What follows belongs to an exercise in optimizing a design on an open flow for small area and a short achievable clock period; a production flow would make more cautious choices. RTL that was checked went through simulation tests only; none was proved equivalent to the original. No activity file was given, so power comes from the tool's default toggle rates.

==> v4: inputs <==
## efi_dot_product_accum_top
module efi_dot_product_accum_top (
   input  logic         clk0,
   input  logic         aclr0,
   input  logic         ena,
   input  logic         in_valid,
   input  logic         in_first,
   input  logic         in_last,
   input  logic [63:0]  ax,
   input  logic [63:0]  ay,
   output logic         out_valid,
   output logic [47:0]  result,
   output logic         out_overflow
);
export LEC_CHECK = 0
export ABC_AREA = 1
export CAP_MARGIN = 20
export CORE_MARGIN = 2
export CORE_UTILIZATION = 40
export SETUP_SLACK_MARGIN = 3.6
export SLEW_MARGIN = 20
export SYNTH_HIERARCHICAL = 1
create_clock -name core_clock -period 7.5 [get_ports {clk0}]
run.sh (not shown) runs the stock make flow with config.mk's settings and CLKGATE_MAP_FILE= SYNTH_SCRIPT=/design/flow/synth_recipe.tcl, a recipe that flattens the netlist after the stock synthesis.
==> v11: changes against v4 <==
CORE_UTILIZATION = 60   (was 40)
SETUP_SLACK_MARGIN = 4.0   (was 3.6)
==> qor summary <==
| item | v11 | v4 |
|---|---|---|
| Final wirelength | 154 mm | 147 mm |
| DP Cell Count | 4969 | 5425 |
| Grt met3 use | 12.9% | 7.65% |
| Fraction of area in multi-input gates | 51.5% | 51.2% |
| Initial antenna violation count | 3 | 1 |
| H-tree Lvls | 2 | 3 |
| P per Cell Area | 507 nW/µm² | 500 nW/µm² |
| Cell Rows | 98 | 120 |
| Non-CTS buffers | 336 | 257 |
| Fin Clk Skew | 0.0504 ns | 0.0291 ns |
| Global-route wire length before repair | 221 mm | 216 mm |
| Slew HR | 28.5% | 28.1% |
| Final core area utilization | 69.2% | 45.7% |
| Switching share of total power | 44.6% | 43.1% |
| Critical Path Start | u_core.ax_s0[16]$_DFFE_PP_ | u_core.ay_s0[51]$_DFFE_PP_ |
| Cells on worst reg2reg path | 6 | 9 |
| Pin count of the biggest net entering global routing | 192 | 174 |
| Status | finished clean | finished clean |
No run of this note included a check of the RTL's function; only the layout flow was run.

==> run a: inputs <==
efi_dot_product_accum_top, a different RTL version from the one above (not shown whole).
clock: 7.5 ns
lec_check: 0
abc_area: 1
cap_margin: 20
core_margin: 2
core_utilization: 40
cts_buf_list: sky130_fd_sc_hd__clkbuf_8
cts_cluster_diameter: 100
cts_cluster_size: 14
setup_slack_margin: 3.85
slew_margin: 20
synth_hierarchical: 1
standard.sh (not shown) runs the stock make flow with config.mk's settings and CLKGATE_MAP_FILE= SYNTH_SCRIPT=/design/flow/synth_recipe.tcl, a recipe that flattens the netlist after the stock synthesis.
==> flow/flow/run.sh <==
#!/bin/bash
# The standard layout (the standard.sh, unchanged synthesis), with the
# port buffers that placement inserts made plain buf_2 cells instead of the
# delay buffers buffer_ports picks by default.
set -euo pipefail
export BUFFER_PORTS_ARGS="-buffer_cell sky130_fd_sc_hd__buf_2"
bash standard.sh > standard.log 2>&1
==> inputs of run b, as changes to run a <==
--- a/flow/design.v
+++ b/flow/design.v
@@ -82,22 +82,15 @@
             btwon_d[8*l + j] = ~((y2 & ~y1 & ~y0) | (~y2 & y1 & y0));
             bneg_d[8*l + j]  = y2;
          end
       end
    end
-   always_ff @(posedge clk0 or posedge aclr0) begin
-      if (aclr0) begin
-         axn_s0   <= '1;
-         bonen_s0 <= '1;
-         btwon_s0 <= '1;
-         bneg_s0  <= '0;
-      end else if (ena) begin
-         axn_s0   <= ~ax;
-         bonen_s0 <= bonen_d;
-         btwon_s0 <= btwon_d;
-         bneg_s0  <= bneg_d;
-      end
+   always_ff @(posedge clk0) if (ena) begin
+      axn_s0   <= ~ax;
+      bonen_s0 <= bonen_d;
+      btwon_s0 <= btwon_d;
+      bneg_s0  <= bneg_d;
    end
    logic [2:0] sb [0:3];    
    always_ff @(posedge clk0 or posedge aclr0) begin
       if (aclr0) begin
          sb[0] <= 3'b000;
--- a/flow/config.mk
+++ b/flow/config.mk
@@ -10,8 +10,8 @@
 export CORE_MARGIN = 2
 export CORE_UTILIZATION = 40
 export CTS_BUF_LIST = sky130_fd_sc_hd__clkbuf_8
 export CTS_CLUSTER_DIAMETER = 100
 export CTS_CLUSTER_SIZE = 14
-export SETUP_SLACK_MARGIN = 3.85
+export SETUP_SLACK_MARGIN = 4.0
 export SLEW_MARGIN = 20
 export SYNTH_HIERARCHICAL = 1
==> inputs of run c, as changes to run a <==
--- a/flow/design.v
+++ b/flow/design.v
@@ -82,22 +82,15 @@
             btwon_d[8*l + j] = ~((y2 & ~y1 & ~y0) | (~y2 & y1 & y0));
             bneg_d[8*l + j]  = y2;
          end
       end
    end
-   always_ff @(posedge clk0 or posedge aclr0) begin
-      if (aclr0) begin
-         axn_s0   <= '1;
-         bonen_s0 <= '1;
-         btwon_s0 <= '1;
-         bneg_s0  <= '0;
-      end else if (ena) begin
-         axn_s0   <= ~ax;
-         bonen_s0 <= bonen_d;
-         btwon_s0 <= btwon_d;
-         bneg_s0  <= bneg_d;
-      end
+   always_ff @(posedge clk0) if (ena) begin
+      axn_s0   <= ~ax;
+      bonen_s0 <= bonen_d;
+      btwon_s0 <= btwon_d;
+      bneg_s0  <= bneg_d;
    end
    logic [2:0] sb [0:3];    
    always_ff @(posedge clk0 or posedge aclr0) begin
       if (aclr0) begin
          sb[0] <= 3'b000;
--- a/flow/config.mk
+++ b/flow/config.mk
@@ -8,10 +8,9 @@
 export ABC_AREA = 1
 export CAP_MARGIN = 20
 export CORE_MARGIN = 2
 export CORE_UTILIZATION = 40
 export CTS_BUF_LIST = sky130_fd_sc_hd__clkbuf_8
-export CTS_CLUSTER_DIAMETER = 100
-export CTS_CLUSTER_SIZE = 14
-export SETUP_SLACK_MARGIN = 3.85
+export SETUP_SLACK_MARGIN = 4.3
 export SLEW_MARGIN = 20
 export SYNTH_HIERARCHICAL = 1
+export TNS_END_PERCENT = 10
==> inputs of run d, as changes to run a <==
--- a/flow/design.v
+++ b/flow/design.v
@@ -82,22 +82,15 @@
             btwon_d[8*l + j] = ~((y2 & ~y1 & ~y0) | (~y2 & y1 & y0));
             bneg_d[8*l + j]  = y2;
          end
       end
    end
-   always_ff @(posedge clk0 or posedge aclr0) begin
-      if (aclr0) begin
-         axn_s0   <= '1;
-         bonen_s0 <= '1;
-         btwon_s0 <= '1;
-         bneg_s0  <= '0;
-      end else if (ena) begin
-         axn_s0   <= ~ax;
-         bonen_s0 <= bonen_d;
-         btwon_s0 <= btwon_d;
-         bneg_s0  <= bneg_d;
-      end
+   always_ff @(posedge clk0) if (ena) begin
+      axn_s0   <= ~ax;
+      bonen_s0 <= bonen_d;
+      btwon_s0 <= btwon_d;
+      bneg_s0  <= bneg_d;
    end
    logic [2:0] sb [0:3];    
    always_ff @(posedge clk0 or posedge aclr0) begin
       if (aclr0) begin
          sb[0] <= 3'b000;
--- a/flow/config.mk
+++ b/flow/config.mk
@@ -6,11 +6,11 @@
 export NUM_CORES = 4
 export LEC_CHECK = 0
 export ABC_AREA = 1
 export CAP_MARGIN = 20
 export CORE_MARGIN = 2
-export CORE_UTILIZATION = 40
+export CORE_UTILIZATION = 55
 export CTS_BUF_LIST = sky130_fd_sc_hd__clkbuf_8
 export CTS_CLUSTER_DIAMETER = 100
 export CTS_CLUSTER_SIZE = 14
 export SETUP_SLACK_MARGIN = 3.85
 export SLEW_MARGIN = 20
==> summary.txt <==
| item | run b | run d | run a | run c |
|---|---|---|---|---|
| Xor/xnor cell area share of the yosys netlist | 0.125 | 0.125 | 0.118 | 0.125 |
| Worst-case setup slack after placement | 3550 ps | 3310 ps | 3380 ps | 3550 ps |
| Routed length on met3 | 14.9 mm | 15.3 mm | 14.8 mm | 15.1 mm |
| Mean post-synth cell area | 11.8 um2 | 11.8 um2 | 11.0 um2 | 11.8 um2 |
| Power of the sequential group | 7.05 mW | 7.03 mW | 7.28 mW | 6.75 mW |
| Run status | finished clean | finished clean | finished clean | finished clean |
| Worst setup slack after layout | 4070 ps | 3960 ps | 3910 ps | 4270 ps |
| Hold Slack | 426 ps | 424 ps | 427 ps | 415 ps |
| Final Power | 22.4 mW | 22.2 mW | 23.5 mW | 23.8 mW |
| Final-layout non-clock buffer area share | 0.0274 | 0.0279 | 0.0246 | 0.0824 |
| Final-layout clock buffer total | 47 | 46 | 52 | 103 |
| Multi-input gate share of the layout cell area | 0.526 | 0.531 | 0.546 | 0.483 |
| Largest voltage drop on the vdd net | 0.000265 V | 0.000263 V | 0.000228 V | 0.000328 V |
| Unrepaired setup endpoints after global routing | no | no | no | yes |
| Clock latency on the worst-skew pair | 730 ps | 710 ps | 810 ps | 770 ps |
Function not checked in run a: the RTL went through the layout flow alone.

==> try-tundra: inputs <==
Another version of the RTL of efi_dot_product_accum_top (not shown whole).
Settings: LEC_CHECK=0, ABC_AREA=1, CAP_MARGIN=20, CORE_MARGIN=2, CORE_UTILIZATION=40, CTS_BUF_LIST=sky130_fd_sc_hd__clkbuf_8, SETUP_SLACK_MARGIN=4.0, SLEW_MARGIN=20, SYNTH_HIERARCHICAL=1; clock period 7.5 ns.
run.sh (not shown) runs the stock make flow with config.mk's settings and CLKGATE_MAP_FILE= SYNTH_SCRIPT=/design/flow/synth_recipe.tcl, a recipe that flattens the netlist after the stock synthesis.
Stock flow here: none of the scripts above is used.
==> inputs of try-umber, as changes to try-tundra <==
==> flow/flow/run.sh (new file) <==
#!/bin/bash
# The standard layout (the standard.sh, unchanged synthesis), with the
# port buffers that placement inserts made plain buf_2 cells instead of the
# delay buffers buffer_ports picks by default.
set -euo pipefail
export BUFFER_PORTS_ARGS="-buffer_cell sky130_fd_sc_hd__buf_2"
bash standard.sh > standard.log 2>&1
==> flow/standard.sh (new file) <==
#!/bin/bash
# synth_recipe.tcl (not shown) runs the flow's synth.tcl, then flattens the netlist and writes it again
# the make line also repeats each setting of config.mk as NAME=value (left out here)
make -C /OpenROAD-flow-scripts/flow DESIGN_CONFIG=/design/flow/config.mk WORK_HOME=/design/flow/orfs CLKGATE_MAP_FILE= SYNTH_SCRIPT=/design/flow/synth_recipe.tcl "${@:-finish}"
removed: flow/run.sh
==> summary.md <==
| Metric | Value |
|---|---|
| Area grow syn2layout | 9.72% |
| M3 GR Usage | 0.0757 |
| Metal3 WL | 15.7 mm |
| Start point of the critical path | u_core.bneg_s0[25]$_DFFE_PP_ |
| R2r endpoint | u_core.r1[130]$_DFFE_PP_ |
| Required @ worst endpoint | 7.98 ns |
| Post-Route WL | 146 mm |
| Pin count of the biggest net entering global routing | 175 |
| Outcome | timing/DRC/antenna clean |
| Hold EP | u_core.r2[64]$_DFFE_PP_ |
| Slew HR | 0.203 |
| Max stage delay on crit path | 1.14 ns |
| CP Max Fanout | 18 |
| Fmax | 0.286 GHz |
the above is filed under try-umber

==> summary.md <==
| Metric | Value |
|---|---|
| Post-Route WL | 148 mm |
| Start point of the critical path | u_core.ax_s0[63]$_DFFE_PP_ |
| M3 GR Usage | 0.0802 |
| Area grow syn2layout | 11.8% |
| Required @ worst endpoint | 7.97 ns |
| R2r endpoint | u_core.r1[131]$_DFFE_PP_ |
| Hold EP | u_core.r2[0]$_DFFE_PP_ |
| Outcome | timing/DRC/antenna clean |
| Num CTS Buffers | 101 |
| Hold path startpoint | u_core.r1[0]$_DFFE_PP_ |
| Metal3 WL | 15.6 mm |
| Max stage delay on crit path | 0.57 ns |
| Pin count of the biggest net entering global routing | 154 |
| Fin util | 0.452 |
| Slew HR | 0.223 |
the above is filed under try-tundra


==> build 86: inputs <==
efi_dot_product_accum_top with an RTL version that a note above also has.
Design efi_dot_product_accum_top, start of the top module:
module efi_dot_product_accum_top (
   input  logic         clk0,
   input  logic         aclr0,
   input  logic         ena,
   input  logic         in_valid,
   input  logic         in_first,
   input  logic         in_last,
   input  logic [63:0]  ax,
   input  logic [63:0]  ay,
   output logic         out_valid,
   output logic [47:0]  result,
   output logic         out_overflow
);
clock: 7.5 ns
lec_check: 0
abc_area: 1
cap_margin: 20
core_margin: 2
core_utilization: 40
cts_buf_list: sky130_fd_sc_hd__clkbuf_8
cts_cluster_diameter: 100
cts_cluster_size: 14
setup_slack_margin: 3.7
slew_margin: 20
synth_hierarchical: 1
standard.sh (not shown) runs the stock make flow with config.mk's settings and CLKGATE_MAP_FILE= SYNTH_SCRIPT=/design/flow/synth_recipe.tcl, a recipe that flattens the netlist after the stock synthesis.
==> flow/flow/run.sh <==
#!/bin/bash
# The standard layout (the standard.sh, unchanged synthesis), with the
# port buffers that placement inserts made plain buf_1 cells instead of the
# delay buffers buffer_ports picks by default.
set -euo pipefail
export BUFFER_PORTS_ARGS="-buffer_cell sky130_fd_sc_hd__buf_1"
bash standard.sh > standard.log 2>&1
==> trial 72: changes against build 86 <==
SETUP_SLACK_MARGIN = 4.2   (was 3.7)
TNS_END_PERCENT = 10   (was unset)
==> notes <==
Of build 86 and trial 72, build 86 has the higher sequential power (gap about 3%, measured against trial 72).
Against trial 72, the core utilization of build 86 is lower by 1.4 points.
Build 86 finished with timing, DRC and antenna clean. Trial 72 finished clean.
Of build 86 and trial 72, trial 72 has the higher register-to-register slack (gap 0.07 ns).
Hold slack is about the same in trial 72 and build 86.
In build 86 the power is smaller than in trial 72, by 0.65%.
Synthesized cell count is the same in build 86 and trial 72.
Against build 86, the clock skew of trial 72 is lower by 0.0065 ns.
==> figures <==
| metric | build 86 | trial 72 |
|---|---|---|
| Result of the run | timing/DRC/antenna clean | timing/DRC/antenna clean |
| Data required time at the worst endpoint | 7.94 ns | 7.96 ns |
| Power density over the cells | 496 mW/mm² | 483 mW/mm² |
| First element of the critical path | u_core.btwon_s0[11] | u_core.axn_s0[58] |
| Post-CTS setup buffers | 0 | 2 |
| Post-route total power | 22.5 mW | 22.6 mW |
| Global Route met2 Usage | 0.347 | 0.348 |
| Non-clock buffer count | 221 | 342 |
| Worst setup skew after layout | 0.0450 ns | 0.0385 ns |
| Area added between synthesis and finish | 5.42% | 8.96% |
| Max-Slew Margin vs Limit | 0.241 | 0.236 |
| Multi-input gate share of the layout cell area | 0.527 | 0.510 |
| Final cell utilization of the core | 0.424 | 0.438 |
| DRT Wirelength | 128000 µm | 129000 µm |
| Fin crit share | 0.461 | 0.452 |
| RR Endpoint | u_core.r1[91] | u_core.r1[146] |

==> inputs of 01-27 <==
Starting RTL as in the previous note.
Settings: LEC_CHECK=0, ABC_AREA=1, CAP_MARGIN=20, CORE_MARGIN=2, CORE_UTILIZATION=40, CTS_BUF_LIST=sky130_fd_sc_hd__clkbuf_8, CTS_CLUSTER_DIAMETER=100, CTS_CLUSTER_SIZE=14, SETUP_SLACK_MARGIN=3.85, SLEW_MARGIN=20, SYNTH_HIERARCHICAL=1; clock period 7.5 ns.
==> flow/flow/run.sh <==
#!/bin/bash
# The standard layout (the standard.sh, unchanged synthesis), with the
# port buffers that placement inserts made plain buf_2 cells instead of the
# delay buffers buffer_ports picks by default.
set -euo pipefail
export BUFFER_PORTS_ARGS="-buffer_cell sky130_fd_sc_hd__buf_2"
bash standard.sh > standard.log 2>&1
==> inputs of 07-17, as changes to 01-27 <==
- CTS_CLUSTER_DIAMETER: 100 -> default
- CTS_CLUSTER_SIZE: 14 -> default
- SETUP_SLACK_MARGIN: 3.85 -> 4.0
==> inputs of 02-08, as changes to 01-27 <==
- TNS_END_PERCENT: default -> 10
==> comparison table <==
	02-08	07-17	01-27
Result of the run	finished clean	finished clean	finished clean
Power dissipated by switching net loads	9.86 mW	10.1 mW	9.86 mW
Max Clock Freq	0.294 GHz	0.290 GHz	0.294 GHz
Share of post-route cells with drive strength above 1	0.0885	0.108	0.0885
DR WL/cell	25.0 microns	24.5 microns	25.0 microns
Post-synthesis to final-layout area growth	5.76%	8.41%	5.76%
Max IR drop VDD	0.000265 V	0.000327 V	0.000265 V
Setup fix buffers added after clock tree synthesis	0	1	0
Fin util	0.425	0.436	0.425
Ratio of final minimum period to clock period	0.453	0.460	0.453
CTS HTree Levels	2	3	2
Power Clock	1.67 mW	2.76 mW	1.67 mW
Non-filler instance count after layout	5012	5120	5012
Global-route wire length before repair	188 mm	189 mm	188 mm
Layout filler cell count	9973	9920	9973
Total GRT Usage	0.227	0.228	0.227
Met2 layer wire length in the routed design	53.4 mm	53.5 mm	53.4 mm

## port drivers added, routing unchanged
No port has a modelled driver above. Below, the same layouts with a new extraction and two added sets of constraints. Step 1 sets driving cells, clkbuf_16 on the clock port and buf_2 on the other inputs (assumed; they add their load-dependent delay and slew). Step 2 also shifts input and output timing later by t, the mid clock arrival at the registers, as if the neighbouring blocks saw the same clock. Slacks: ideal ports / drivers / drivers and shift; pairs: ideal ports / drivers.
| run | shift t [ns] | slack for setup (ns) | worst data-port slew with drivers (ns) | pins driven straight from the clock port |
|---|---|---|---|---|
| v4 | 0.718 | 3.606 / 3.606 / 3.606 | 0.06 | 1 |
| v11 | 0.728 | 3.933 / 3.933 / 3.552 | 0.07 | 1 |
| run a | 0.835 | 3.910 / 3.910 / 3.292 | 0.08 | 1 |
| run b | 0.789 | 4.075 / 4.075 / 3.822 | 0.05 | 1 |
| run c | 0.819 | 4.273 / 4.273 / 3.825 | 0.05 | 1 |
| run d | 0.760 | 3.965 / 3.965 / 3.665 | 0.06 | 1 |
| try-tundra | 0.823 | 3.973 / 3.973 / 3.593 | 0.05 | 1 |
| try-umber | 0.825 | 3.999 / 3.999 / 3.581 | 0.08 | 1 |
| build 86 | 0.801 | 4.041 / 4.041 / 3.565 | 0.05 | 1 |
| trial 72 | 0.799 | 4.111 / 4.111 / 3.560 | 0.05 | 1 |
| 01-27 | 0.790 | 4.101 / 4.101 / 3.823 | 0.05 | 1 |
| 07-17 | 0.819 | 4.047 / 4.047 / 3.844 | 0.05 | 1 |
| 02-08 | 0.790 | 4.101 / 4.101 / 3.823 | 0.05 | 1 |
After both steps setup and hold are still met in every run listed. For run a, which loses most, drivers alone change the setup slack by 0.000 ns; drivers and shift together by -0.618 ns.
